This design comes from an exercise in tuning for a short achievable clock period and few clock cycles per item on the open sky130 flow, not from production work. In this exercise RTL edits were held to simulation tests only and were not proved equivalent to the original. No activity file was given, so power comes from the tool's default toggle rates.

[config.mk]
export PLATFORM = sky130hd
export DESIGN_NAME = aap_exec_top
export DESIGN_NICKNAME = aap_exec_top
export VERILOG_FILES = /design/flow/design.v
export SDC_FILE = /design/flow/constraint.sdc
export NUM_CORES = 4
export LEC_CHECK = 0
export ABC_CLOCK_PERIOD_IN_PS = 2000
export CAP_MARGIN = 20
export CORE_MARGIN = 2
export CORE_UTILIZATION = 55
export SETUP_SLACK_MARGIN = 5
export SLEW_MARGIN = 20
export SYNTH_HIERARCHICAL = 1
[constraint.sdc]
create_clock -name core_clock -period 7.5 [get_ports {clk}]
set_input_delay 1.5000 -clock core_clock [delete_from_list [all_inputs] [get_ports {clk}]]
set_output_delay 1.5000 -clock core_clock [all_outputs]
set_load 0.01 [all_outputs]
[design.v]
package aap_pkg;
   typedef logic [16-1:0]   data_t;
   typedef logic [24-1:0]     pc_t;
   typedef logic [3-1:0] regnum_t;
   typedef logic [16-1:0]  instr_t;
   typedef enum logic [1:0] {
      class_alu,
      class_ldst,
      class_flow,
      class_misc
   } instr_class_e;
   typedef enum logic [3:0] {
      op_nop,
      op_add,
      op_sub,
      op_and,
      op_or,
      op_xor,
      op_asr,
      op_lsl,
      op_lsr,
      op_mov,
      op_addi,
      op_subi,
      op_asri,
      op_lsli,
      op_lsri,
      op_movi
   } alu_op_e;
   typedef enum logic [3:0] {
      op_bra,
      op_bal,
      op_beq,
      op_bne,
      op_blts,
      op_bles,
      op_bltu,
      op_bleu,
      op_jmp,
      op_jal,
      op_jeq,
      op_jne,
      op_jlts,
      op_jles,
      op_jltu,
      op_jleu
   } flow_op_e;
endpackage
module instr_decode (
   input  aap_pkg::instr_t       instr,
   output logic                  is_16bit,
   output aap_pkg::instr_class_e op_class,
   output aap_pkg::alu_op_e      alu_op,
   output aap_pkg::flow_op_e     flow_op,
   output aap_pkg::regnum_t      rd,
   output aap_pkg::regnum_t      ra,
   output aap_pkg::regnum_t      rb,
   output logic [2:0]            imm3,
   output logic [5:0]            imm6,
   output aap_pkg::pc_t          simm3,
   output aap_pkg::pc_t          simm6,
   output aap_pkg::pc_t          simm9
);
   assign is_16bit = ~instr[15];
   assign op_class = aap_pkg::instr_class_e'(instr[14:13]);
   assign alu_op  = aap_pkg::alu_op_e'(instr[12:9]);
   assign flow_op = aap_pkg::flow_op_e'(instr[12:9]);
   assign rd = instr[8:6];
   assign ra = instr[5:3];
   assign rb = instr[2:0];
   assign imm3 = instr[2:0];
   assign imm6 = instr[5:0];
   assign simm3 = {{(24-3){instr[8]}}, instr[8:6]};
   assign simm6 = {{(24-6){instr[8]}}, instr[8:3]};
   assign simm9 = {{(24-9){instr[8]}}, instr[8:0]};
endmodule
module reg_file (
   input  logic             clk,
   input  logic             rst,
   input  aap_pkg::regnum_t ra_num,
   input  aap_pkg::regnum_t rb_num,
   input  aap_pkg::regnum_t rd_num,
   output aap_pkg::data_t   ra_data,
   output aap_pkg::data_t   rb_data,
   output aap_pkg::data_t   rd_data,
   input  logic             we,
   input  aap_pkg::regnum_t wnum,
   input  aap_pkg::data_t   wdata
);
   aap_pkg::data_t regs [8];
   assign ra_data = regs[ra_num];
   assign rb_data = regs[rb_num];
   assign rd_data = regs[rd_num];
   always_ff @(posedge clk) begin
      if (rst) begin
         for (int i = 0; i < 8; i++) begin
            regs[i] <= '0;
         end
      end else if (we) begin
         regs[wnum] <= wdata;
      end
   end
endmodule
module alu (
   input  aap_pkg::alu_op_e op,
   input  aap_pkg::data_t   a,
   input  aap_pkg::data_t   b,
   input  logic [2:0]       imm3,
   input  logic [5:0]       imm6,
   input  logic             carry_in,
   output aap_pkg::data_t   result,
   output logic             carry_out,
   output logic             writes_carry
);
   logic                  use_imm;
   logic                  is_sub;
   aap_pkg::data_t        opnd;
   logic [16:0]  sum;
   logic [16:0]  asr_full;
   assign use_imm = (op == aap_pkg::op_addi) || (op == aap_pkg::op_subi) ||
                    (op == aap_pkg::op_asri) || (op == aap_pkg::op_lsli) ||
                    (op == aap_pkg::op_lsri);
   assign opnd    = use_imm ? aap_pkg::data_t'(imm3) : b;
   assign is_sub = (op == aap_pkg::op_sub) || (op == aap_pkg::op_subi);
   assign sum    = is_sub ? {1'b0, a} - {1'b0, opnd}
                          : {1'b0, a} + {1'b0, opnd};
   assign asr_full = {carry_in, a} >> opnd;
   always_comb begin
      result       = '0;
      carry_out    = carry_in;
      writes_carry = 1'b0;
      case (op)
         aap_pkg::op_add, aap_pkg::op_sub,
         aap_pkg::op_addi, aap_pkg::op_subi: begin
            result       = sum[16-1:0];
            carry_out    = sum[16];
            writes_carry = 1'b1;
         end
         aap_pkg::op_and:  result = a & b;
         aap_pkg::op_or:   result = a | b;
         aap_pkg::op_xor:  result = a ^ b;
         aap_pkg::op_asr, aap_pkg::op_asri: result = asr_full[16-1:0];
         aap_pkg::op_lsl, aap_pkg::op_lsli: result = a << opnd;
         aap_pkg::op_lsr, aap_pkg::op_lsri: result = a >> opnd;
         aap_pkg::op_mov:  result = a;
         aap_pkg::op_movi: result = aap_pkg::data_t'(imm6);
         default:          result = '0;
      endcase
   end
endmodule
module branch_unit (
   input  aap_pkg::flow_op_e op,
   input  aap_pkg::pc_t      pc,
   input  aap_pkg::data_t    a,
   input  aap_pkg::data_t    b,
   input  aap_pkg::data_t    d,
   input  aap_pkg::pc_t      simm3,
   input  aap_pkg::pc_t      simm6,
   input  aap_pkg::pc_t      simm9,
   output aap_pkg::pc_t      next_pc,
   output logic              link_we,
   output aap_pkg::data_t    link_data
);
   logic           taken;
   aap_pkg::data_t pc_lo_inc;
   aap_pkg::pc_t   pc_inc;
   aap_pkg::pc_t   abs_target;
   aap_pkg::pc_t   abs_fall;
   assign pc_inc    = pc + aap_pkg::pc_t'(1);
   assign pc_lo_inc = pc[16-1:0] + aap_pkg::data_t'(1);
   assign abs_target = {pc[24-1:16], d};
   assign abs_fall   = {pc[24-1:16], pc_lo_inc};
   always_comb begin
      case (op)
         aap_pkg::op_beq,  aap_pkg::op_jeq:  taken = (a == b);
         aap_pkg::op_bne,  aap_pkg::op_jne:  taken = (a != b);
         aap_pkg::op_blts, aap_pkg::op_jlts: taken = ($signed(a) < $signed(b));
         aap_pkg::op_bles, aap_pkg::op_jles: taken = ($signed(a) <= $signed(b));
         aap_pkg::op_bltu, aap_pkg::op_jltu: taken = (a < b);
         aap_pkg::op_bleu, aap_pkg::op_jleu: taken = (a <= b);
         default:                            taken = 1'b1;
      endcase
   end
   always_comb begin
      case (op)
         aap_pkg::op_bra: next_pc = pc + simm9;
         aap_pkg::op_bal: next_pc = pc + simm6;
         aap_pkg::op_jmp, aap_pkg::op_jal: next_pc = abs_target;
         aap_pkg::op_beq, aap_pkg::op_bne, aap_pkg::op_blts, aap_pkg::op_bles,
         aap_pkg::op_bltu, aap_pkg::op_bleu: begin
            next_pc = taken ? pc + simm3 : pc_inc;
         end
         default: next_pc = taken ? abs_target : abs_fall;
      endcase
   end
   assign link_we   = (op == aap_pkg::op_bal) || (op == aap_pkg::op_jal);
   assign link_data = pc_lo_inc;
endmodule
module exec_control (
   input  logic                  clk,
   input  logic                  rst,
   input  logic                  instr_valid,
   output logic                  instr_ready,
   input  logic                  is_16bit,
   input  aap_pkg::instr_class_e op_class,
   input  aap_pkg::regnum_t      rb,
   input  aap_pkg::regnum_t      rd,
   input  aap_pkg::data_t        alu_result,
   input  logic                  alu_carry,
   input  logic                  alu_writes_carry,
   input  aap_pkg::alu_op_e      alu_op,
   input  aap_pkg::pc_t          next_pc,
   input  logic                  link_we,
   input  aap_pkg::data_t        link_data,
   output logic                  rf_we,
   output aap_pkg::regnum_t      rf_wnum,
   output aap_pkg::data_t        rf_wdata,
   output aap_pkg::pc_t          pc,
   output logic                  carry,
   output logic                  exec_done,
   output logic                  wb_we,
   output aap_pkg::regnum_t      wb_regnum,
   output aap_pkg::data_t        wb_data
);
   logic           accept;
   logic           commit_we;
   aap_pkg::pc_t   commit_pc;
   logic           commit_carry;
   assign instr_ready = ~exec_done;
   assign accept      = instr_valid & instr_ready;
   always_comb begin
      commit_we    = 1'b0;
      rf_wnum      = rd;
      rf_wdata     = alu_result;
      commit_pc    = pc + aap_pkg::pc_t'(1);
      commit_carry = carry;
      if (is_16bit && op_class == aap_pkg::class_alu) begin
         commit_we = (alu_op != aap_pkg::op_nop);
         if (alu_writes_carry) begin
            commit_carry = alu_carry;
         end
      end else if (is_16bit && op_class == aap_pkg::class_flow) begin
         commit_we = link_we;
         rf_wnum   = rb;
         rf_wdata  = link_data;
         commit_pc = next_pc;
      end
   end
   assign rf_we = accept & commit_we;
   always_ff @(posedge clk) begin
      if (rst) begin
         pc        <= '0;
         carry     <= 1'b0;
         exec_done <= 1'b0;
         wb_we     <= 1'b0;
      end else begin
         exec_done <= accept;
         wb_we     <= rf_we;
         if (accept) begin
            pc    <= commit_pc;
            carry <= commit_carry;
         end
      end
   end
   always_ff @(posedge clk) begin
      if (accept) begin
         wb_regnum <= rf_wnum;
         wb_data   <= rf_wdata;
      end
   end
endmodule
module aap_exec_top (
   input  logic             clk,
   input  logic             rst,
   input  aap_pkg::instr_t  instr,
   input  logic             instr_valid,
   output logic             instr_ready,
   output logic             exec_done,
   output aap_pkg::pc_t     pc,
   output logic             carry,
   output logic             wb_we,
   output aap_pkg::regnum_t wb_regnum,
   output aap_pkg::data_t   wb_data
);
   assign instr_ready = 1'b1;
   localparam int NDST = 7;
   localparam int NSRC = 5;
   logic        rst_q;
   logic        p_v;
   logic [15:0] p_w;
   always_ff @(posedge clk) begin
      rst_q <= rst;
      p_v   <= ~rst & instr_valid;
      p_w   <= instr;
   end
   logic [15:0] regs [8];
   logic [23:0] pc_q;
   logic        carry_q;
   logic        d_v;
   logic [8:0]  d_rsa, d_rsd;
   logic [9:0]  d_rsb;
   logic        d_we;
   logic [2:0]  d_wnum;
   logic [3:0]  d_unit;      
   logic        d_bimm;
   logic [5:0]  d_imm;
   logic [NSRC-1:0] d_sel [NDST];
   logic        d_l_and, d_l_or, d_l_xor, d_l_a, d_l_b, d_l_link;
   logic        d_h_lsl, d_h_lsr, d_h_asr;
   logic        d_abs;
   logic        d_c_al, d_c_eq, d_c_ne, d_c_cmp, d_cmp_cin, d_cmp_sgn;
   logic [23:0] d_off;
   logic        e_v;
   logic        e_we;
   logic [2:0]  e_wnum;
   logic [3:0]  e_unit;
   logic [3:0]  e_wunit;
   logic [15:0] e_op [NDST];
   logic        e_l_and, e_l_or, e_l_xor, e_l_a, e_l_b, e_l_link;
   logic        e_h_lsl, e_h_lsr, e_h_asr;
   logic        e_abs;
   logic        e_c_al, e_c_eq, e_c_ne, e_c_cmp, e_cmp_cin, e_cmp_sgn;
   logic [23:0] e_off;
   logic        w_v;
   logic [2:0]  w_wnum;
   logic [15:0] w_res;
   logic [15:0] u_res [4];
   logic       q_alu, q_flow;
   logic [3:0] q_op;
   logic [2:0] q_rd, q_ra, q_rb;
   logic       q_we;
   logic [2:0] q_wnum;
   logic       q_bimm;
   logic [3:0] q_unit;
   logic [NDST-1:0] q_use;
   assign q_alu  = ~p_w[15] & (p_w[14:13] == 2'd0);
   assign q_flow = ~p_w[15] & (p_w[14:13] == 2'd2);
   assign q_op   = p_w[12:9];
   assign q_rd   = p_w[8:6];
   assign q_ra   = p_w[5:3];
   assign q_rb   = p_w[2:0];
   assign q_we   = (q_alu & (q_op != 4'd0)) | (q_flow & (q_op[2:0] == 3'd1));
   assign q_wnum = q_flow ? q_rb : q_rd;
   assign q_bimm = q_alu & (q_op >= 4'd10);
   assign q_unit[0] = q_alu & ((q_op == 4'd1) | (q_op == 4'd10));
   assign q_unit[1] = q_alu & ((q_op == 4'd2) | (q_op == 4'd11));
   assign q_unit[2] = q_alu & ((q_op == 4'd6) | (q_op == 4'd7) | (q_op == 4'd8) |
                               (q_op == 4'd12) | (q_op == 4'd13) | (q_op == 4'd14));
   assign q_unit[3] = (q_alu & ((q_op == 4'd3) | (q_op == 4'd4) | (q_op == 4'd5) |
                                (q_op == 4'd9) | (q_op == 4'd15))) |
                      (q_flow & (q_op[2:0] == 3'd1));
   assign q_use[0] = q_unit[0] | (q_unit[3] & q_alu);
   assign q_use[1] = q_use[0];
   assign q_use[2] = q_unit[1] | (q_flow & (q_op[2:1] != 2'd0));
   assign q_use[3] = q_use[2];
   assign q_use[4] = q_unit[2];
   assign q_use[5] = q_unit[2];
   assign q_use[6] = q_flow & q_op[3];
   logic fe_a, fe_b, fe_d;
   logic [NDST-1:0] fe;
   assign fe_a = d_v & d_we & (d_wnum == q_ra);
   assign fe_b = d_v & d_we & (d_wnum == q_rb) & ~q_bimm;
   assign fe_d = d_v & d_we & (d_wnum == q_rd);
   assign fe   = {fe_d, fe_b, fe_a, fe_b, fe_a, fe_b, fe_a};
   logic wf_a, wf_b, wf_d;
   assign wf_a = e_v & e_we & (e_wnum == q_ra);
   assign wf_b = e_v & e_we & (e_wnum == q_rb);
   assign wf_d = e_v & e_we & (e_wnum == q_rd);
   logic [23:0] q_off;
   always_comb begin
      q_off = 24'd1;
      if (q_flow && !q_op[3]) begin
         case (q_op[2:0])
            3'd0:    q_off = {{15{p_w[8]}}, p_w[8:0]};
            3'd1:    q_off = {{18{p_w[8]}}, p_w[8:3]};
            default: q_off = {{21{p_w[8]}}, p_w[8:6]};
         endcase
      end
   end
   always_ff @(posedge clk) begin
      d_v    <= ~rst & p_v;
      d_we   <= q_we;
      d_wnum <= q_wnum;
      d_unit <= q_unit;
      d_bimm <= q_bimm;
      d_imm  <= (q_op == 4'd15) ? p_w[5:0] : {3'b0, p_w[2:0]};
      for (int j = 0; j < NDST; j++) begin
         for (int k = 0; k < 4; k++) begin
            d_sel[j][k] <= q_use[j] & fe[j] & d_unit[k];
         end
         d_sel[j][4] <= q_use[j] & ~fe[j];
      end
      for (int k = 0; k < 8; k++) begin
         d_rsa[k] <= (q_ra == 3'(k)) & ~wf_a;
         d_rsb[k] <= (q_rb == 3'(k)) & ~wf_b & ~q_bimm;
         d_rsd[k] <= (q_rd == 3'(k)) & ~wf_d;
      end
      d_rsa[8] <= wf_a;
      d_rsb[8] <= wf_b & ~q_bimm;
      d_rsb[9] <= q_bimm;
      d_rsd[8] <= wf_d;
      d_l_and   <= q_op == 4'd3;
      d_l_or    <= q_op == 4'd4;
      d_l_xor   <= q_op == 4'd5;
      d_l_a     <= q_alu & (q_op == 4'd9);
      d_l_b     <= q_alu & (q_op == 4'd15);
      d_l_link  <= q_flow;
      d_h_lsl   <= (q_op == 4'd7) | (q_op == 4'd13);
      d_h_lsr   <= (q_op == 4'd8) | (q_op == 4'd14);
      d_h_asr   <= (q_op == 4'd6) | (q_op == 4'd12);
      d_abs     <= q_flow & q_op[3];
      d_c_al    <= ~q_flow | (q_op[2:1] == 2'd0);
      d_c_eq    <= q_flow & (q_op[2:0] == 3'd2);
      d_c_ne    <= q_flow & (q_op[2:0] == 3'd3);
      d_c_cmp   <= q_flow & q_op[2];
      d_cmp_cin <= ~q_op[0];
      d_cmp_sgn <= ~q_op[1];
      d_off     <= q_off;
   end
   logic [15:0] rd_a, rd_b, rd_d;
   logic [15:0] early [NDST];
   rf_read u_rd_a (.sel({1'b0, d_rsa}), .r0(regs[0]), .r1(regs[1]), .r2(regs[2]),
                   .r3(regs[3]), .r4(regs[4]), .r5(regs[5]), .r6(regs[6]),
                   .r7(regs[7]), .w(w_res), .imm(16'd0), .y(rd_a));
   rf_read u_rd_b (.sel(d_rsb), .r0(regs[0]), .r1(regs[1]), .r2(regs[2]),
                   .r3(regs[3]), .r4(regs[4]), .r5(regs[5]), .r6(regs[6]),
                   .r7(regs[7]), .w(w_res), .imm({10'b0, d_imm}), .y(rd_b));
   rf_read u_rd_d (.sel({1'b0, d_rsd}), .r0(regs[0]), .r1(regs[1]), .r2(regs[2]),
                   .r3(regs[3]), .r4(regs[4]), .r5(regs[5]), .r6(regs[6]),
                   .r7(regs[7]), .w(w_res), .imm(16'd0), .y(rd_d));
   assign early[0] = rd_a;
   assign early[1] = rd_b;
   assign early[2] = rd_a;
   assign early[3] = rd_b;
   assign early[4] = rd_a;
   assign early[5] = rd_b;
   assign early[6] = rd_d;
   logic [15:0] op_next [NDST];
   always_ff @(posedge clk) begin
      e_v    <= ~rst & d_v;
      e_we   <= d_we;
      e_wnum <= d_wnum;
      e_unit <= d_v ? d_unit : 4'd0;
      e_wunit <= d_unit;
      for (int j = 0; j < NDST; j++) begin
         e_op[j] <= op_next[j];
      end
      e_l_and   <= d_l_and;
      e_l_or    <= d_l_or;
      e_l_xor   <= d_l_xor;
      e_l_a     <= d_l_a;
      e_l_b     <= d_l_b;
      e_l_link  <= d_l_link;
      e_h_lsl   <= d_h_lsl;
      e_h_lsr   <= d_h_lsr;
      e_h_asr   <= d_h_asr;
      e_abs     <= d_abs & d_v;
      e_c_al    <= d_c_al | ~d_v;
      e_c_eq    <= d_c_eq;
      e_c_ne    <= d_c_ne;
      e_c_cmp   <= d_c_cmp;
      e_cmp_cin <= d_cmp_cin;
      e_cmp_sgn <= d_cmp_sgn;
      e_off     <= d_v ? d_off : 24'd0;
   end
   logic [15:0] a1, b1, a2, b2, a3, b3, td;
   assign a1 = e_op[0];
   assign b1 = e_op[1];
   assign a2 = e_op[2];
   assign b2 = e_op[3];
   assign a3 = e_op[4];
   assign b3 = e_op[5];
   assign td = e_op[6];
   logic [15:0] add_g, add_p;
   logic [16:0] add_cy;
   logic        add_c;
   ks_gen  #(.SUB(0)) u_add_g (.a(a1), .b(b1), .g(add_g));
   ks_prop #(.SUB(0)) u_add_p (.a(a1), .b(b1), .p(add_p));
   logic [16:0] add_cy2, add_co;
   ks_tree u_add_c  (.g(add_g), .p(add_p), .cin(1'b0), .c(add_cy));
   ks_tree u_add_c2 (.g(add_g), .p(add_p), .cin(1'b0), .c(add_cy2));
   ks_tree u_add_co (.g(add_g), .p(add_p), .cin(1'b0), .c(add_co));
   assign add_c = add_co[16];
   logic [15:0] sub_g, sub_p;
   logic [16:0] sub_cy;
   logic        sub_c;
   ks_gen  #(.SUB(1)) u_sub_g (.a(a2), .b(b2), .g(sub_g));
   ks_prop #(.SUB(1)) u_sub_p (.a(a2), .b(b2), .p(sub_p));
   logic [16:0] sub_cy2, sub_co;
   ks_tree u_sub_c  (.g(sub_g), .p(sub_p), .cin(1'b1), .c(sub_cy));
   ks_tree u_sub_c2 (.g(sub_g), .p(sub_p), .cin(1'b1), .c(sub_cy2));
   ks_tree u_sub_co (.g(sub_g), .p(sub_p), .cin(1'b1), .c(sub_co));
   assign sub_c = ~sub_co[16];
   logic [16:0] cmp_cy;
   logic        eq, cmp, taken;
   logic [16:0] cmp_cy2;
   ks_tree u_cmp_c  (.g(sub_g), .p(sub_p), .cin(e_cmp_cin), .c(cmp_cy));
   ks_tree u_cmp_c2 (.g(sub_g), .p(sub_p), .cin(e_cmp_cin), .c(cmp_cy2));
   assign eq     = &sub_p;
   logic flip;
   assign flip = e_cmp_sgn & (a2[15] ^ b2[15]);
   logic        big16, big17;
   logic [15:0] l8;
   logic [16:0] r8;
   shamt_big u_big (.b(b3), .big16(big16), .big17(big17));
   logic [3:0]  sdl, sdh;
   logic [15:0] l4a;
   logic [16:0] r4a;
   dec4 u_sdl (.s(b3[1:0]), .y(sdl));
   dec4 u_sdh (.s(b3[3:2]), .y(sdh));
   sh_quad #(.W(16), .K(1), .LEFT(1)) u_l1 (.a(a3),  .d(sdl), .y(l4a));
   sh_quad #(.W(16), .K(4), .LEFT(1)) u_l4 (.a(l4a), .d(sdh), .y(l8));
   sh_quad #(.W(17), .K(1), .LEFT(0)) u_r1 (.a({e_h_asr & carry_q, a3}), .d(sdl), .y(r4a));
   sh_quad #(.W(17), .K(4), .LEFT(0)) u_r4 (.a(r4a), .d(sdh), .y(r8));
   sh_fin u_sh_fin (
      .l     (l8),
      .r     (r8[15:0]),
      .kl    (e_h_lsl),
      .kr    (e_h_lsr | e_h_asr),
      .k16   (e_h_asr & carry_q),
      .big16 (big16),
      .big17 (big17),
      .y     (u_res[2])
   );
   logic [23:0] pc_inc, pc_t, pc_f, pc_next;
   logic [9:0]  lo_rel, lo_inc;
   logic [14:0] hi_p1, hi_m1, hi_inc;
   logic [15:0] lo_g, lo_p, lo_s;
   logic [16:0] lo_cy;
   ks_gen  #(.SUB(0)) u_lo_g (.a({7'd0, pc_q[8:0]}), .b({7'd0, e_off[8:0]}), .g(lo_g));
   ks_prop #(.SUB(0)) u_lo_p (.a({7'd0, pc_q[8:0]}), .b({7'd0, e_off[8:0]}), .p(lo_p));
   ks_tree u_lo_c (.g(lo_g), .p(lo_p), .cin(1'b0), .c(lo_cy));
   ks_sum  u_lo_s (.p(lo_p), .c(lo_cy[15:0]), .s(lo_s));
   assign lo_rel = {lo_cy[9], lo_s[8:0]};
   assign lo_inc = {1'b0, pc_q[8:0]} + 10'd1;
   logic [16:0] hp1_cy, hm1_cy;
   ks_tree u_hp1_c (.g(16'd0), .p({1'b0, pc_q[23:9]}),  .cin(1'b1), .c(hp1_cy));
   ks_tree u_hm1_c (.g(16'd0), .p({1'b0, ~pc_q[23:9]}), .cin(1'b1), .c(hm1_cy));
   assign hi_p1 = pc_q[23:9] ^ hp1_cy[14:0];
   assign hi_m1 = pc_q[23:9] ^ hm1_cy[14:0];
   logic [14:0] hi_t;
   pc_tsel u_pc_tsel (
      .hi   (pc_q[23:9]),
      .hp1  (hi_p1),
      .hm1  (hi_m1),
      .td   (td[15:9]),
      .c9   (lo_rel[9]),
      .sign (e_off[23]),
      .abs  (e_abs),
      .y    (hi_t)
   );
   assign hi_inc = lo_inc[9] ? hi_p1 : pc_q[23:9];
   assign pc_inc = {hi_inc, lo_inc[8:0]};
   assign pc_t    = {hi_t, e_abs ? td[8:0] : lo_rel[8:0]};
   assign pc_f    = e_abs ? {pc_q[23:16], pc_inc[15:0]} : pc_inc;
   logic use_eq, tk1, tk0;
   assign use_eq = e_c_eq | e_c_ne;
   assign tk1 = e_c_al | (use_eq ? e_c_eq : (e_c_cmp & flip));
   assign tk0 = e_c_al | (use_eq ? e_c_ne : (e_c_cmp & ~flip));
   for (genvar j = 0; j < 4; j++) begin : g_pc
      logic       eq_j, late_j;
      logic [5:0] y1, y0;
      eq16 u_eq (.p(sub_p), .eq(eq_j));
      mux1 u_late (.s(use_eq), .d1(eq_j), .d0(j < 2 ? cmp_cy[16] : cmp_cy2[16]), .y(late_j));
      pc_pre u_pc_pre (
         .rst    (rst_q),
         .taken0 (tk0),
         .taken1 (tk1),
         .t      (pc_t[6*j +: 6]),
         .f      (pc_f[6*j +: 6]),
         .y0     (y0),
         .y1     (y1)
      );
      mux6 u_my (.s(late_j), .d1(y1), .d0(y0), .y(pc_next[6*j +: 6]));
   end
   assign u_res[3] = ({16{e_l_and}}  & (a1 & b1)) |
                     ({16{e_l_or}}   & (a1 | b1)) |
                     ({16{e_l_xor}}  & (a1 ^ b1)) |
                     ({16{e_l_a}}    & a1) |
                     ({16{e_l_b}}    & b1) |
                     ({16{e_l_link}} & pc_inc[15:0]);
   logic carry_next;
   carry_sel u_carry_sel (.rst(rst_q), .ua(e_unit[0]), .us(e_unit[1]), .ca(add_c),
                          .cs(sub_c), .cq(carry_q), .y(carry_next));
   for (genvar j = 0; j < NDST; j++) begin : g_byp
      byp u_byp (
         .sel   (d_sel[j]),
         .pa    (add_p),
         .ca    (j < 4 ? add_cy[15:0] : add_cy2[15:0]),
         .ps    (sub_p),
         .cs    (j < 4 ? sub_cy[15:0] : sub_cy2[15:0]),
         .sh    (u_res[2]),
         .lg    (u_res[3]),
         .early (early[j]),
         .y     (op_next[j])
      );
   end
   always_ff @(posedge clk) begin
      pc_q    <= pc_next;
      carry_q <= carry_next;
   end
   logic [15:0] w_next;
   byp u_byp_w (
      .sel   ({1'b0, e_wunit}),
      .pa    (add_p),
      .ca    (add_cy2[15:0]),
      .ps    (sub_p),
      .cs    (sub_cy2[15:0]),
      .sh    (u_res[2]),
      .lg    (u_res[3]),
      .early (16'd0),
      .y     (w_next)
   );
   always_ff @(posedge clk) begin
      w_v    <= ~rst & e_v & e_we;
      w_wnum <= e_wnum;
      w_res  <= w_next;
   end
   always_ff @(posedge clk) begin
      for (int i = 0; i < 8; i++) begin
         if (rst_q) begin
            regs[i] <= '0;
         end else if (w_v && w_wnum == 3'(i)) begin
            regs[i] <= w_res;
         end
      end
   end
   logic r_v;
   always_ff @(posedge clk) begin
      r_v       <= ~rst & e_v;
      exec_done <= ~rst & r_v;
      pc        <= pc_q;
      carry     <= carry_q;
      wb_we     <= w_v;
      wb_regnum <= w_wnum;
      wb_data   <= w_res;
   end
endmodule
module ks_gen #(parameter bit SUB = 0) (
   input  logic [15:0] a,
   input  logic [15:0] b,
   output logic [15:0] g
);
   assign g = SUB ? (a & ~b) : (a & b);
endmodule
module ks_prop #(parameter bit SUB = 0) (
   input  logic [15:0] a,
   input  logic [15:0] b,
   output logic [15:0] p
);
   assign p = SUB ? ~(a ^ b) : (a ^ b);
endmodule
module ks_level #(parameter int K = 1) (
   input  logic [15:0] g,
   input  logic [15:0] p,
   output logic [15:0] gn,
   output logic [15:0] pn
);
   always_comb begin
      for (int i = 0; i < 16; i++) begin
         if (i >= K) begin
            gn[i] = g[i] | (p[i] & g[i-K]);
            pn[i] = p[i] & p[i-K];
         end else begin
            gn[i] = g[i];
            pn[i] = p[i];
         end
      end
   end
endmodule
module ks_cin (
   input  logic [15:0] g,
   input  logic [15:0] p,
   input  logic        cin,
   output logic [15:0] gn
);
   assign gn = {g[15:1], g[0] | (p[0] & cin)};
endmodule
module ks_tree (
   input  logic [15:0] g,
   input  logic [15:0] p,
   input  logic        cin,
   output logic [16:0] c
);
   logic [15:0] g0, g1, p1, g2, p2, g3, p3, g4, p4;
   ks_cin            u_cin (.g(g),  .p(p),  .cin(cin), .gn(g0));
   ks_level #(.K(1)) u_l1  (.g(g0), .p(p),  .gn(g1), .pn(p1));
   ks_level #(.K(2)) u_l2  (.g(g1), .p(p1), .gn(g2), .pn(p2));
   ks_level #(.K(4)) u_l3  (.g(g2), .p(p2), .gn(g3), .pn(p3));
   ks_level #(.K(8)) u_l4  (.g(g3), .p(p3), .gn(g4), .pn(p4));
   assign c = {g4, cin};
endmodule
module ks_sum (
   input  logic [15:0] p,
   input  logic [15:0] c,
   output logic [15:0] s
);
   assign s = p ^ c;
endmodule
module byp (
   input  logic [4:0]  sel,
   input  logic [15:0] pa,
   input  logic [15:0] ca,
   input  logic [15:0] ps,
   input  logic [15:0] cs,
   input  logic [15:0] sh,
   input  logic [15:0] lg,
   input  logic [15:0] early,
   output logic [15:0] y
);
   logic [15:0] sa, ss, t1, t2, t3;
   g_xor2  u_sa (.a(pa), .b(ca), .y(sa));
   g_xor2  u_ss (.a(ps), .b(cs), .y(ss));
   g_aoi22 u_t1 (.a({16{sel[0]}}), .b(sa), .c({16{sel[1]}}), .d(ss), .y(t1));
   g_aoi22 u_t2 (.a({16{sel[2]}}), .b(sh), .c({16{sel[3]}}), .d(lg), .y(t2));
   g_nand2 u_t3 (.a({16{sel[4]}}), .b(early), .y(t3));
   g_nand3 u_y  (.a(t1), .b(t2), .c(t3), .y(y));
endmodule
module g_xor2 (
   input  logic [15:0] a,
   input  logic [15:0] b,
   output logic [15:0] y
);
   assign y = a ^ b;
endmodule
module g_aoi22 (
   input  logic [15:0] a,
   input  logic [15:0] b,
   input  logic [15:0] c,
   input  logic [15:0] d,
   output logic [15:0] y
);
   assign y = ~((a & b) | (c & d));
endmodule
module g_nand2 (
   input  logic [15:0] a,
   input  logic [15:0] b,
   output logic [15:0] y
);
   assign y = ~(a & b);
endmodule
module g_nand3 (
   input  logic [15:0] a,
   input  logic [15:0] b,
   input  logic [15:0] c,
   output logic [15:0] y
);
   assign y = ~(a & b & c);
endmodule
module pc_tsel (
   input  logic [14:0] hi,
   input  logic [14:0] hp1,
   input  logic [14:0] hm1,
   input  logic [6:0]  td,
   input  logic        c9,
   input  logic        sign,
   input  logic        abs,
   output logic [14:0] y
);
   logic [14:0] rel;
   assign rel = sign ? (c9 ? hi : hm1) : (c9 ? hp1 : hi);
   assign y   = abs ? {hi[14:7], td} : rel;
endmodule
module shamt_big (
   input  logic [15:0] b,
   output logic        big16,
   output logic        big17
);
   logic hi5;
   assign hi5   = |b[15:5];
   assign big16 = hi5 | b[4];
   assign big17 = hi5 | (b[4] & (|b[3:0]));
endmodule
module rf_read (
   input  logic [9:0]  sel,
   input  logic [15:0] r0,
   input  logic [15:0] r1,
   input  logic [15:0] r2,
   input  logic [15:0] r3,
   input  logic [15:0] r4,
   input  logic [15:0] r5,
   input  logic [15:0] r6,
   input  logic [15:0] r7,
   input  logic [15:0] w,
   input  logic [15:0] imm,
   output logic [15:0] y
);
   assign y = ({16{sel[0]}} & r0) | ({16{sel[1]}} & r1) |
              ({16{sel[2]}} & r2) | ({16{sel[3]}} & r3) |
              ({16{sel[4]}} & r4) | ({16{sel[5]}} & r5) |
              ({16{sel[6]}} & r6) | ({16{sel[7]}} & r7) |
              ({16{sel[8]}} & w)  | ({16{sel[9]}} & imm);
endmodule
module dec4 (
   input  logic [1:0] s,
   output logic [3:0] y
);
   assign y = {s == 2'd3, s == 2'd2, s == 2'd1, s == 2'd0};
endmodule
module sh_quad #(parameter int W = 16, parameter int K = 1, parameter bit LEFT = 0) (
   input  logic [W-1:0] a,
   input  logic [3:0]   d,
   output logic [W-1:0] y
);
   if (LEFT) begin : g_l
      assign y = ({W{d[0]}} & a) | ({W{d[1]}} & (a << K)) |
                 ({W{d[2]}} & (a << (2*K))) | ({W{d[3]}} & (a << (3*K)));
   end else begin : g_r
      assign y = ({W{d[0]}} & a) | ({W{d[1]}} & (a >> K)) |
                 ({W{d[2]}} & (a >> (2*K))) | ({W{d[3]}} & (a >> (3*K)));
   end
endmodule
module sh_fin (
   input  logic [15:0] l,
   input  logic [15:0] r,
   input  logic        kl,
   input  logic        kr,
   input  logic        k16,
   input  logic        big16,
   input  logic        big17,
   output logic [15:0] y
);
   logic b16;
   assign b16 = big16 & ~big17;
   assign y = ({16{kl & ~big16}} & l) | ({16{kr & ~big16}} & r) |
              {15'd0, k16 & b16};
endmodule
module eq16 (
   input  logic [15:0] p,
   output logic        eq
);
   assign eq = &p;
endmodule
module pc_pre (
   input  logic       rst,
   input  logic       taken0,
   input  logic       taken1,
   input  logic [5:0] t,
   input  logic [5:0] f,
   output logic [5:0] y0,
   output logic [5:0] y1
);
   assign y0 = rst ? 6'd0 : taken0 ? t : f;
   assign y1 = rst ? 6'd0 : taken1 ? t : f;
endmodule
module mux1 (
   input  logic s,
   input  logic d1,
   input  logic d0,
   output logic y
);
   assign y = s ? d1 : d0;
endmodule
module mux6 (
   input  logic       s,
   input  logic [5:0] d1,
   input  logic [5:0] d0,
   output logic [5:0] y
);
   assign y = s ? d1 : d0;
endmodule
module carry_sel (
   input  logic rst,
   input  logic ua,
   input  logic us,
   input  logic ca,
   input  logic cs,
   input  logic cq,
   output logic y
);
   assign y = ~rst & (ua ? ca : us ? cs : cq);
endmodule
[run.sh]
#!/bin/bash
# synth_recipe.tcl (not shown) runs the flow's synth.tcl, then flattens the netlist and writes it again
# the make line also repeats each setting of config.mk as NAME=value (left out here)
make -C /OpenROAD-flow-scripts/flow DESIGN_CONFIG=/design/flow/config.mk WORK_HOME=/design/flow/orfs CLKGATE_MAP_FILE= SYNTH_SCRIPT=/design/flow/synth_recipe.tcl finish
==> out/qor.yml, run 1 <==
outcome: "complete, no violations"
grt.total_usage_pct: 39.5
port_buffers: 64
cp_slowest_cell: "dfxtp_4"
timing.hold.ws_ns: 0.327
cp_top_family: "flip-flops"
syn_avg_cell_area_um2: 8.76
crit_buf_inv: 1
clk_path_buf_depth: 3
area_growth_syn_to_layout_pct: 8.66
clk_pin_slew_worst_paths_ns: 0.06
num_io_pins: 66
critPathMaxFanout: 1
die-area_mm2: 0.0655
clkLatencyLatePin_ns: 0.66
critical_path_class: "register to output port"
postLayoutCellArea_mm2: 0.0379
numCtsBuffers: 54
synth.cell_area_mm2: 0.0349
diodes: 0
drt-initial-drc-count: 3852
hold_viol_final: 0
yosysWarningCount: 22
drtAntennaViolNets: 0
htree_levels: 2
synth_cells: 3984
rsz0062_at_grt: "true"
skew_ns: 0.0485
maxSlewViolCount: 0
maxClockFrequency_ghz: 0.383
fp.dieH_um: 256
crit_chain: "buf_6"
nets: 3976
period_share_pct: 34.8
worst_slew_pin_slew_ns: 1.34
drc: 0
p_leak_nw: 17.2
grt_pass1_vias: 30200
die_w_um: 256
avgViaCountPerCell: 6.49
worstPathArrival_ns: 1.11
dpl.hpwl_um: 93900
start_util_pct: 55.5
grt_pass1_wl_um: 197000
cts_tree: "yes"
cp-start-kind: "register"
root_buffer: "clkbuf_16"
required_ns: 6.00
fin_crit_ns: 2.61
wl_per_cell_um: 28.0
post-place-ws_ns: 4.25
max_cap_violations: 0
setup_viol: 0
overflow: 0
wl_um: 135000
setup_ws_ns: 4.89
antenna_found_initial: 2
p_per_area_mw_per_mm2: 171
timing.setup.tns_ns: 0
firstDrtPassIters: 10
placed_cell_area_mm2: 0.0347
gp_congestion: 1.01
grt_max_degree: 93
hold_class: "register to register"
core.rowCount: 92
cpPeakStageDelay_ns: 0.36
drive_gt1_share_pct: 22.0
max_slew_margin_pct: 10.6
totalPowerFinal_w: 0.00649
cts_sinks: 489
holdBufCountCts: 0
route.vias.total: 31300
ir_worst_vdd_mv: 0.195
crit_path_end_kind: "output port"
core_area_mm2: 0.0629
[cells in the final DEF, fill, tap and decap left out, types with 29 or more instances in the layout]
cell	n
and2_1	307
clkbuf_16	55
a21o_1	318
xnor2_1	35
nand3_1	138
nand2_1	493
a22oi_1	220
a22o_2	29
nor2_1	111
dfxtp_2	47
a221oi_2	30
inv_1	65
mux2i_1	55
a22oi_2	256
conb_1	121
dfxtp_1	416
buf_4	133
ha_1	33
a21oi_1	144
xor2_1	317
nand4_1	72
a22o_1	43
[per-layer routing]
metal	vias to the layer above	global-route usage (%)	share of wire (%)
li1	13800	-	-
met1	15100	50.9	40
met5	-	1.10	0.088
met3	489	8.40	10
met4	6	23.1	6.7
met2	1851	61.1	43
[what timing repair did]
item	in CTS	in global routing
setup buffers	24	49
setup endpoints to repair	199	169
gates cloned	3	1
gates resized for setup	313	110
pin swaps	24	38
[per-stage QoR]
step                      cells  util [%]
after CTS                  4763      59.0
final                      4813      60.3
after floorplan            4103         -
after detailed placement   4637      55.2
after global placement     4637      55.2
after global routing       4813      60.3
[flip-flops by register name, indices dropped and copies added, names as in the netlist, 4 cells and up]
register  flops
e_op        112
d_imm         6
d_off         9
w_res        16
e_off         9
e_wunit       4
pc_q         24
pc           24
d_sel        35
p_w          16
d_unit        4
d_rsa         9
regs        128
d_rsd         9
d_rsb        10
wb_data      16
[power breakdown]
| part | leakage (nW) | switching, W | internal [W] |
|---|---|---|---|
| Sequential | 4.01 | 0.000139 | 0.00265 |
| Clock | 0.967 | 0.00123 | 0.00173 |
| Combinational | 12.2 | 0.000435 | 0.000313 |
| Total | 17.2 | 0.00180 | 0.00469 |
[path summary, 6_finish.rpt]
check | to | start | slack [ns] | cells past startpoint
setup / recovery | wb_data[7] | wb_data[7] | 4.89 | 1
hold / removal | e_h_asr | d_h_asr | 0.33 | 0
setup reg to reg | w_res[6] | e_l_or | 4.95 | 5
hold reg to reg | e_h_asr | d_h_asr | 0.33 | 0
[area by class of cell]
type	count	area [um^2]
Timing Repair Buffer	209	1680
Clock inverter	35	513
Inverter	73	288
Clock buffer	64	1470
Multi-Input combinational cell	3097	22900
Sequential cell	489	9950
Fill cell	5608	24900
Tap cell	846	1060
Testbench counts, summed over its fixed seeds: cycles 24,040, items 24,000.
==> run 2, diff against run 1 <==
--- a/config.mk
+++ b/config.mk
@@ -9,5 +9,5 @@
 export CAP_MARGIN = 20
 export CORE_MARGIN = 2
-export CORE_UTILIZATION = 55
+export CORE_UTILIZATION = 70
 export SETUP_SLACK_MARGIN = 5
 export SLEW_MARGIN = 20
==> run 2 against run 1 <==
Still clean on timing, DRC and antenna; non-clock buffer count rose by 26; clock power down 5%; global-route usage grew 11 points; combinational power about the same; flip-flop and latch count is the same; worst setup slack got worse by 0.011 ns; total power shrank 2.4%; synthesized area is the same.
==> out/qor.yml, run 2 <==
wl_per_cell_um: 29.2
num_io_pins: 66
period_share_pct: 34.9
gp_congestion: 1.08
required_ns: 6.00
crit_buf_inv: 1
final_util_pct: 77.0
ir_worst_vdd_mv: 0.329
dpl.hpwl_um: 90200
clk_pin_slew_worst_paths_ns: 0.07
postLayoutCellArea_mm2: 0.0378
hold_viol_final: 0
grt_pass1_wl_um: 195000
die_w_um: 227
fillCellCount: 3315
grt_pass1_vias: 31800
drive_gt1_share_pct: 22.4
rsz0062_at_grt: "true"
core.rowCount: 81
wl_um: 136000
placed_cell_area_mm2: 0.0344
syn_avg_cell_area_um2: 8.76
drt-initial-drc-count: 5485
outcome: "complete, no violations"
cpPeakStageDelay_ns: 0.36
cts_tree: "yes"
area_growth_syn_to_layout_pct: 8.34
critical_path_class: "register to output port"
cp_slowest_cell: "dfxtp_4"
htree_levels: 2
maxSlewViolCount: 0
yosysWarningCount: 22
mostFrequentLayoutCells: "492 x nand2_1, 425 x dfxtp_1, 317 x xor2_1"
antenna_found_initial: 7
root_buffer: "clkbuf_16"
avgViaCountPerCell: 7.22
drc: 0
p_per_area_mw_per_mm2: 168
clkLatencyLatePin_ns: 0.67
numCtsBuffers: 52
grt_max_degree: 71
max_slew_margin_pct: 9.82
cts_sinks: 489
hold_class: "register to register"
worstPathArrival_ns: 1.12
largest_register_ffs: 128
fin_crit_ns: 2.62
p_leak_nw: 17.3
synth.cell_area_mm2: 0.0349
max_cap_violations: 0
overflow: 0
largest-register: "regs"
skew_ns: 0.0498
core_area_mm2: 0.0491
fp.dieH_um: 227
start_util_pct: 71.1
timing.setup.tns_ns: 0
firstDrtPassIters: 10
port_buffers: 64
reg_top3: "regs (128), e_op (112), d_sel (35)"
cp-start-kind: "register"
crit_path_end_kind: "output port"
holdBufCountCts: 0
setup_viol: 0
grt.total_usage_pct: 50.2
nets: 3999
crit_chain: "buf_6"
die-area_mm2: 0.0516
maxClockFrequency_ghz: 0.382
cp_top_family: "flip-flops"
clk_path_buf_depth: 3
drtAntennaViolNets: 0
route.vias.total: 33600
layout_commonest_cell: "nand2_1"
worst_slew_pin_slew_ns: 1.35
synth_cells: 3984
critPathMaxFanout: 1
run 2: path summary, 6_finish.rpt:
path | start | to | slack, ns | depth (start not counted)
worst min-delay path | d_l_and | e_l_and | 0.31 | 0
worst max register to register | e_l_a | w_res[2] | 4.89 | 4
worst max-delay path | wb_data[7] | wb_data[7] | 4.88 | 1
worst min register to register | d_l_and | e_l_and | 0.31 | 0
run 2: metrics by stage:
step / setup WS (ns) / power [W] / std cells / hold slack, ns
floorplan: 5.01 / 0.00337 / 4103 / 0.310
global placement: 4.45 / 0.00348 / 4455 / 0.311
detailed placement: 4.32 / 0.00350 / 4455 / 0.316
CTS: 4.87 / 0.00623 / 4581 / 0.314
global route: 4.81 / 0.00645 / 4653 / 0.312
finish: 4.88 / 0.00634 / 4656 / 0.306
run 2: layout make-up:
type	count	area [um^2]	area share, %
Tap cell	664	831	2.20
Inverter	73	285	0.755
Timing Repair Buffer	235	1910	5.06
Antenna cell	3	7.51	0.0199
Clock buffer	63	1390	3.68
Clock inverter	33	422	1.12
Sequential cell	489	9940	26.3
Multi-Input combinational cell	3096	23000	60.9
run 2: per-layer routing:
metal  routed length [um]  part of all wire (%)  track usage, %  vias to the layer above
met5                   88                 0.065               0                        -
met4                12700                   9.3            37.8                       10
met3                20200                    15            20.5                     1032
met2                56900                    42            74.7                     3023
met1                46100                    34            57.8                    15600
li1                     -                     -               -                    13900
run 2: report_power, final:
group	leakage [nW]	switching, W	internal, W
registers	4.01	0.000146	0.00265
logic	12.4	0.000443	0.000307
clock network	0.893	0.00124	0.00156
run 2: timing repair:
item                       CTS  global route
setup endpoints to repair  195           212
pin swaps                   23            53
resized for setup          318           137
setup buffers               30            69
gates cloned                 0             3
==> run 3, diff against run 2 <==
--- a/config.mk
+++ b/config.mk
@@ -9,5 +9,5 @@
 export CAP_MARGIN = 20
 export CORE_MARGIN = 2
-export CORE_UTILIZATION = 70
+export CORE_UTILIZATION = 40
 export SETUP_SLACK_MARGIN = 5
 export SLEW_MARGIN = 20
==> run 3 against run 2 <==
Clock-buffer cell count up 9; core utilization down 33 points; clock skew increased by 0.016 ns.
==> out/qor.yml, run 3 <==
drt-initial-drc-count: 3540
cp-start-kind: "register"
crit_path_end_kind: "output port"
maxClockFrequency_ghz: 0.384
p_per_area_mw_per_mm2: 169
required_ns: 6.00
crit_buf_inv: 1
fillCellCount: 8388
overflow: 0
holdBufCountCts: 0
reg2reg_depth: 11
placed_cell_area_mm2: 0.0351
grt_pass1_vias: 28400
max_slew_margin_pct: 20.1
dpl.hpwl_um: 89800
largest-register: "regs"
layout_commonest_cell: "nand2_1"
rr_startpoint: "pc_q[4]"
cp_top_family: "flip-flops"
hold_path_end: "e_c_cmp"
ir_worst_vdd_mv: 0.204
gp_congestion: 0.981
p_leak_nw: 17.2
dp_cells: 4950
final_cell_count_no_fill: 5120
mostFrequentLayoutCells: "493 x nand2_1, 440 x dfxtp_1, 320 x a21o_1"
drive_gt1_share_pct: 21.4
worst_slew_pin_slew_ns: 1.20
clkLatencyLatePin_ns: 0.67
drc: 0
grt.total_usage_pct: 27.5
start_util_pct: 40.3
rrSetupSlack_ns: 4.96
crit_chain: "buf_6"
grt_max_degree: 90
cpPeakStageDelay_ns: 0.33
clk_path_buf_depth: 3
drtAntennaViolNets: 0
critical_path_class: "register to output port"
fp.dieH_um: 299
hold_path.startpoint: "d_c_cmp"
htree_levels: 2
outcome: "complete, no violations"
yosysWarningCount: 22
cts_tree: "yes"
period_share_pct: 34.7
hold_viol_final: 0
wl_per_cell_um: 25.2
avgViaCountPerCell: 5.94
cts_sinks: 489
die_w_um: 299
grt_pass1_wl_um: 188000
core.rowCount: 108
syn_avg_cell_area_um2: 8.76
critPathMaxFanout: 1
skew_ns: 0.0654
postLayoutCellArea_mm2: 0.0384
die-area_mm2: 0.0896
max_cap_violations: 0
r2r_end: "pc_q[14]"
reg_top3: "regs (128), e_op (112), d_sel (35)"
totalPowerFinal_w: 0.00649
synth_cells: 3984
firstDrtPassIters: 7
area_growth_syn_to_layout_pct: 10.1
cp_slowest_cell: "dfxtp_2"
port_buffers: 64
wl_um: 129000
maxSlewViolCount: 0
setup_viol: 0
clk_pin_slew_worst_paths_ns: 0.07
numCtsBuffers: 56
antenna_found_initial: 4
hold_class: "register to register"
rsz0062_at_grt: "true"
fin_crit_ns: 2.61
num_io_pins: 66
route.vias.total: 30400
nets: 3970
synth.cell_area_mm2: 0.0349
root_buffer: "clkbuf_16"
largest_register_ffs: 128
worstPathArrival_ns: 1.11
timing.setup.tns_ns: 0
hold_depth: 0
core_area_mm2: 0.0866
diodes: 0
## run 3: timing repair
item / in CTS / in global routing
endpoints found under the setup margin: 178 / 152
setup buffers: 19 / 40
gates resized for setup: 316 / 98
pin swaps: 23 / 35
cloned: 3 / 3
## run 3: cell type report
class / instances / area (um^2) / share of cell area (%)
multi-input cells: 3095 / 23000 / 60.0
flip-flops and latches: 489 / 9910 / 25.8
repair buffers: 203 / 1730 / 4.51
clock buffers: 72 / 1560 / 4.07
well taps: 1155 / 1450 / 3.76
clock inverters: 33 / 439 / 1.14
inverters: 73 / 287 / 0.746
## run 3: layer usage
layer  part of all wire [%]  up-vias  wire (um)  GRT usage [%]
met5                  0.055        -         71              0
met2                     43     1665      55600           41.9
met3                     10      360      12900           6.29
met4                    5.7        8       7380           14.0
met1                     41    14600      53100           36.4
li1                       -    13800          -              -
## run 3: worst max-delay path by stage
| stage | startpoint | endpoint | slack, ns | cells past startpoint |
|---|---|---|---|---|
| floorplan | pc_q[2] | pc_q[10] | 5.01 | 13 |
| global placement | e_off[8] | pc_q[21] | 4.37 | 12 |
| detailed placement | e_off[8] | pc_q[16] | 4.34 | 12 |
| CTS | wb_data[1] | wb_data[1] | 4.86 | 1 |
| global route | pc_q[13] | pc_q[23] | 4.86 | 11 |
| finish | wb_data[1] | wb_data[1] | 4.89 | 1 |
## run 3: metrics by stage
step           setup WS (ns)  utilization [%]  hold slack, ns
2_1_floorplan           5.01                -           0.310
5_1_grt                 4.86             44.3           0.330
3_3_place_gp            4.37             40.5           0.311
3_5_place_dp            4.34             40.5           0.312
6_report                4.89             44.3           0.327
4_1_cts                 4.86             43.4           0.325
## run 3: power breakdown
part	internal (W)	leakage, nW	switching [W]	total [W]
clock	0.00171	0.956	0.00127	0.00297
sequential	0.00265	4.00	0.000144	0.00279
combinational	0.000313	12.3	0.000414	0.000727
total	0.00467	17.2	0.00182	0.00649
==> run 4, diff against run 3 <==
--- a/design.v
+++ b/design.v
@@ -523,15 +523,13 @@
       .y     (u_res[2])
    );
-   logic [23:0] pc_inc, pc_t, pc_f, pc_next;
-   logic [9:0]  lo_rel, lo_inc;
+   logic [23:0] pc_inc, pc_f, pc_next;
+   logic [9:0]  lo_inc;
    logic [14:0] hi_p1, hi_m1, hi_inc;
-   logic [15:0] lo_g, lo_p, lo_s;
-   logic [16:0] lo_cy;
+   logic [15:0] lo_g, lo_p;
    ks_gen  #(.SUB(0)) u_lo_g (.a({7'd0, pc_q[8:0]}), .b({7'd0, e_off[8:0]}), .g(lo_g));
    ks_prop #(.SUB(0)) u_lo_p (.a({7'd0, pc_q[8:0]}), .b({7'd0, e_off[8:0]}), .p(lo_p));
-   ks_tree u_lo_c (.g(lo_g), .p(lo_p), .cin(1'b0), .c(lo_cy));
-   ks_sum  u_lo_s (.p(lo_p), .c(lo_cy[15:0]), .s(lo_s));
-   assign lo_rel = {lo_cy[9], lo_s[8:0]};
-   assign lo_inc = {1'b0, pc_q[8:0]} + 10'd1;
+   logic [16:0] li_cy;
+   ks_tree u_li_c (.g(16'd0), .p({7'd0, pc_q[8:0]}), .cin(1'b1), .c(li_cy));
+   assign lo_inc = {li_cy[9], pc_q[8:0] ^ li_cy[8:0]};
    logic [16:0] hp1_cy, hm1_cy;
    ks_tree u_hp1_c (.g(16'd0), .p({1'b0, pc_q[23:9]}),  .cin(1'b1), .c(hp1_cy));
@@ -539,19 +537,13 @@
    assign hi_p1 = pc_q[23:9] ^ hp1_cy[14:0];
    assign hi_m1 = pc_q[23:9] ^ hm1_cy[14:0];
-   logic [14:0] hi_t;
-   pc_tsel u_pc_tsel (
-      .hi   (pc_q[23:9]),
-      .hp1  (hi_p1),
-      .hm1  (hi_m1),
-      .td   (td[15:9]),
-      .c9   (lo_rel[9]),
-      .sign (e_off[23]),
-      .abs  (e_abs),
-      .y    (hi_t)
-   );
    assign hi_inc = lo_inc[9] ? hi_p1 : pc_q[23:9];
    assign pc_inc = {hi_inc, lo_inc[8:0]};
-   assign pc_t    = {hi_t, e_abs ? td[8:0] : lo_rel[8:0]};
-   assign pc_f    = e_abs ? {pc_q[23:16], pc_inc[15:0]} : pc_inc;
+   assign pc_f   = e_abs ? {pc_q[23:16], pc_inc[15:0]} : pc_inc;
+   logic [23:0] pc_t1, pc_t0;
+   logic [14:0] hi_r1, hi_r0;
+   assign hi_r1 = e_off[23] ? pc_q[23:9] : hi_p1;
+   assign hi_r0 = e_off[23] ? hi_m1 : pc_q[23:9];
+   assign pc_t1 = e_abs ? {pc_q[23:16], td} : {hi_r1, ~lo_p[8:0]};
+   assign pc_t0 = e_abs ? {pc_q[23:16], td} : {hi_r0, lo_p[8:0]};
    logic use_eq, tk1, tk0;
    assign use_eq = e_c_eq | e_c_ne;
@@ -559,18 +551,27 @@
    assign tk0 = e_c_al | (use_eq ? e_c_ne : (e_c_cmp & ~flip));
    for (genvar j = 0; j < 4; j++) begin : g_pc
-      logic       eq_j, late_j;
-      logic [5:0] y1, y0;
+      logic        eq_j, late_j;
+      logic [16:0] lo_cy_j;
+      logic [23:0] cs;
+      logic [5:0]  a1, a0, b1, b0, m1, m0;
+      ks_tree u_lo_c (.g(lo_g), .p(lo_p), .cin(1'b0), .c(lo_cy_j));
+      assign cs = {{15{lo_cy_j[9]}}, lo_cy_j[8:0]};
       eq16 u_eq (.p(sub_p), .eq(eq_j));
       mux1 u_late (.s(use_eq), .d1(eq_j), .d0(j < 2 ? cmp_cy[16] : cmp_cy2[16]), .y(late_j));
-      pc_pre u_pc_pre (
-         .rst    (rst_q),
-         .taken0 (tk0),
-         .taken1 (tk1),
-         .t      (pc_t[6*j +: 6]),
-         .f      (pc_f[6*j +: 6]),
-         .y0     (y0),
-         .y1     (y1)
+      pc_cand4 u_pc_cand (
+         .rst  (rst_q),
+         .tk1  (tk1),
+         .tk0  (tk0),
+         .t1   (pc_t1[6*j +: 6]),
+         .t0   (pc_t0[6*j +: 6]),
+         .f    (pc_f[6*j +: 6]),
+         .a1   (a1),
+         .a0   (a0),
+         .b1   (b1),
+         .b0   (b0)
       );
-      mux6 u_my (.s(late_j), .d1(y1), .d0(y0), .y(pc_next[6*j +: 6]));
+      muxv6 u_m1 (.s(cs[6*j +: 6]), .d1(a1), .d0(a0), .y(m1));
+      muxv6 u_m0 (.s(cs[6*j +: 6]), .d1(b1), .d0(b0), .y(m0));
+      mux6  u_my (.s(late_j), .d1(m1), .d0(m0), .y(pc_next[6*j +: 6]));
    end
    assign u_res[3] = ({16{e_l_and}}  & (a1 & b1)) |
@@ -748,18 +749,4 @@
    assign y = ~(a & b & c);
 endmodule
-module pc_tsel (
-   input  logic [14:0] hi,
-   input  logic [14:0] hp1,
-   input  logic [14:0] hm1,
-   input  logic [6:0]  td,
-   input  logic        c9,
-   input  logic        sign,
-   input  logic        abs,
-   output logic [14:0] y
-);
-   logic [14:0] rel;
-   assign rel = sign ? (c9 ? hi : hm1) : (c9 ? hp1 : hi);
-   assign y   = abs ? {hi[14:7], td} : rel;
-endmodule
 module shamt_big (
    input  logic [15:0] b,
@@ -832,16 +819,4 @@
    assign eq = &p;
 endmodule
-module pc_pre (
-   input  logic       rst,
-   input  logic       taken0,
-   input  logic       taken1,
-   input  logic [5:0] t,
-   input  logic [5:0] f,
-   output logic [5:0] y0,
-   output logic [5:0] y1
-);
-   assign y0 = rst ? 6'd0 : taken0 ? t : f;
-   assign y1 = rst ? 6'd0 : taken1 ? t : f;
-endmodule
 module mux1 (
    input  logic s,
@@ -871,2 +846,27 @@
    assign y = ~rst & (ua ? ca : us ? cs : cq);
 endmodule
+module pc_cand4 (
+   input  logic       rst,
+   input  logic       tk1,
+   input  logic       tk0,
+   input  logic [5:0] t1,
+   input  logic [5:0] t0,
+   input  logic [5:0] f,
+   output logic [5:0] a1,
+   output logic [5:0] a0,
+   output logic [5:0] b1,
+   output logic [5:0] b0
+);
+   assign a1 = rst ? 6'd0 : tk1 ? t1 : f;
+   assign a0 = rst ? 6'd0 : tk1 ? t0 : f;
+   assign b1 = rst ? 6'd0 : tk0 ? t1 : f;
+   assign b0 = rst ? 6'd0 : tk0 ? t0 : f;
+endmodule
+module muxv6 (
+   input  logic [5:0] s,
+   input  logic [5:0] d1,
+   input  logic [5:0] d0,
+   output logic [5:0] y
+);
+   assign y = (s & d1) | (~s & d0);
+endmodule
==> run 4 against run 3 <==
Still clean on timing, DRC and antenna; sequential share of layout area shrank 0.69 points; hold slack lost 0.0023 ns; worst setup slack worse by 0.019 ns; first-iteration DRC count rose by 2.9%; global-route usage fell by 0.19 points; fmax down 0.74%; synthesized cell count increased by 7.7%; total power increased by 3.0%; routed wire length increased by 3.5%.
==> out/qor.yml, run 4 <==
drc: 0
overflow: 0
p_int_w: 0.00482
holdBufCountCts: 0
grt_max_degree: 97
skew_ns: 0.0540
drt-initial-drc-count: 3642
worst_slew_pin_slew_ns: 1.21
avgViaCountPerCell: 5.94
numCtsBuffers: 57
maxSlewViolCount: 0
cts_sinks: 489
area_growth_syn_to_layout_pct: 7.29
root_buffer: "clkbuf_16"
drive_gt1_share_pct: 20.4
wl_um: 134000
setup_ws_ns: 4.88
core.rowCount: 111
dpl.hpwl_um: 93100
hold_viol_final: 0
p_per_area_mw_per_mm2: 170
die-area_mm2: 0.0942
hold_path_end: "e_l_link"
core_area_mm2: 0.0912
firstDrtPassIters: 9
largest-register: "regs"
maxClockFrequency_ghz: 0.381
nets: 4197
num_io_pins: 66
r2r_end: "e_op[5][1]"
synth.cell_area_mm2: 0.0367
htree_levels: 2
fillCellCount: 8966
power.switching_w: 0.00187
yosysWarningCount: 22
post-place-ws_ns: 4.38
cp_top_family: "flip-flops"
clk_path_buf_depth: 3
met3_usage_pct: 6.16
crit_path_end_kind: "output port"
hold_path.startpoint: "d_l_link"
synth_cells: 4289
required_ns: 6.00
clk_pin_slew_worst_paths_ns: 0.06
start_util_pct: 40.2
max_slew_margin_pct: 19.3
reg2reg_depth: 5
rr_startpoint: "d_rsb[5]"
critPathMaxFanout: 1
grt_use_met1_pct: 36.4
grt-busiest-layer: "met2"
hold_depth: 0
setup_viol: 0
outcome: "complete, no violations"
cts_tree: "yes"
worstPathArrival_ns: 1.12
critical_path_class: "register to output port"
fin_crit_ns: 2.62
cpPeakStageDelay_ns: 0.36
swShare_pct: 27.9
largest_register_ffs: 128
rrSetupSlack_ns: 5.03
ir_worst_vdd_mv: 0.208
fp.dieH_um: 307
cp-start-kind: "register"
grt_use_met2_pct: 40.6
crit_buf_inv: 1
antenna_found_initial: 4
pwr-share-comb_pct: 12.1
multi_input_area_mm2: 0.0242
p_leak_nw: 17.6
reg_top3: "regs (128), e_op (112), d_sel (35)"
syn_avg_cell_area_um2: 8.56
crit_chain: "buf_6"
gp_congestion: 0.986
clkLatencyLatePin_ns: 0.69
seq_power_share_pct: 41.9
rsz0062_at_grt: "true"
layout_commonest_cell: "nand2_1"
die_w_um: 307
seq_area_mm2: 0.00989
route.vias.total: 31900
port_buffers: 64
grt.total_usage_pct: 27.3
drtAntennaViolNets: 0
diodes: 0
mostFrequentLayoutCells: "611 x nand2_1, 433 x dfxtp_1, 369 x a21o_1"
max_cap_violations: 0
cp_slowest_cell: "dfxtp_2"
timing.setup.tns_ns: 0
pwr-share-clk_pct: 46.0
wl_per_cell_um: 24.8
hold_class: "register to register"
period_share_pct: 35.0
grt_pass1_wl_um: 196000
grt_pass1_vias: 29700
==> run 4: area by class of cell <==
class / count / share of cell area (%)
Multi-Input combinational cell: 3347 / 61.4
Sequential cell: 489 / 25.1
Clock buffer: 76 / 4.08
Tap cell: 1186 / 3.77
Timing Repair Buffer: 173 / 3.72
Clock inverter: 29 / 1.19
Inverter: 78 / 0.756
==> run 4: how the worst max path moves through the flow <==
stage,start,endpoint,slack [ns],cells past startpoint
finish,pc[9],pc[9],4.88,1
global route,wb_we,wb_we,4.84,1
CTS,wb_we,wb_we,4.84,1
detailed placement,e_op[3][0],e_op[2][12],4.38,8
global placement,e_op[3][0],e_op[2][14],4.42,8
floorplan,pc_q[0],pc_q[17],5.03,14
==> run 4: what timing repair did <==
action | CTS | global route
gates resized for setup | 291 | 104
buffers inserted | 7 | 21
cloned | 0 | 3
setup endpoints to repair | 198 | 169
pin swaps | 4 | 13
==> run 4: power by group through the flow <==
stage               clock (W)  sequential, W  combinational [W]
floorplan                   0        0.00275           0.000722
global placement            0        0.00285           0.000746
detailed placement          0        0.00285           0.000754
CTS                   0.00311        0.00280           0.000766
global route          0.00322        0.00280           0.000864
finish                0.00308        0.00280           0.000809
==> run 4: worst reg2reg max path, delay by kind of cell, from the launching register on <==
kind               cells  cell delay (ns)
and+or+nand+nor        3             0.95
AOI/OAI and AO/OA      2             0.66
DFF                    1             0.63
==> run 4: metal layers <==
metal / vias up / share of wire, %
met3: 403 / 10
li1: 14500 / -
met4: 8 / 6.1
met2: 1743 / 42
met5: - / 0.069
met1: 15200 / 42
==> run 4: stage by stage <==
step	util [%]	hold WS, ns	instance area [um^2]	cells	power, W
6_report	43.2	0.324	39400	5378	0.00669
5_1_grt	43.2	0.331	39400	5378	0.00689
4_1_cts	42.5	0.326	38800	5354	0.00667
3_5_place_dp	40.0	0.312	36500	5242	0.00360
3_3_place_gp	39.9	0.310	36400	5241	0.00360
2_1_floorplan	-	0.310	37300	4422	0.00348
Testbench counts of run 4, summed over its fixed seeds: cycles 24,040, items 24,000.

==> separate check: timing with driven ports <==
The flow's constraints put no driver on any port. The routed layouts listed below were extracted and timed again, unchanged, in two steps. Step 1 (the two cells are an assumption about what drives the block):
set clk [get_ports {clk}]
set_driving_cell -lib_cell sky130_fd_sc_hd__clkbuf_16 $clk
set_driving_cell -lib_cell sky130_fd_sc_hd__buf_2 [delete_from_list [all_inputs] $clk]
Step 2 also shifts input and output timing later by t, the mid clock arrival at the registers, as if the neighbouring blocks saw the same clock. Slacks: no drivers / after step 1 / after step 2; pairs: no drivers / after step 1.
run | t, ns | slack for setup (ns) | worst hold slack (ns) | clock arrival spread, ns | slew at the worst register clock pin (ns)
run 1 | 0.698 | 4.891 / 4.826 / 4.949 | 0.327 / 0.327 / 0.327 | 0.050 / 0.051 | 0.07 / 0.07
run 2 | 0.710 | 4.881 / 4.813 / 4.893 | 0.306 / 0.306 / 0.306 | 0.049 / 0.050 | 0.08 / 0.08
run 3 | 0.706 | 4.895 / 4.824 / 4.964 | 0.327 / 0.327 / 0.327 | 0.066 / 0.065 | 0.07 / 0.07
run 4 | 0.730 | 4.875 / 4.804 / 5.029 | 0.324 / 0.324 / 0.324 | 0.057 / 0.057 | 0.07 / 0.07
After both steps setup and hold are still met in every run listed.
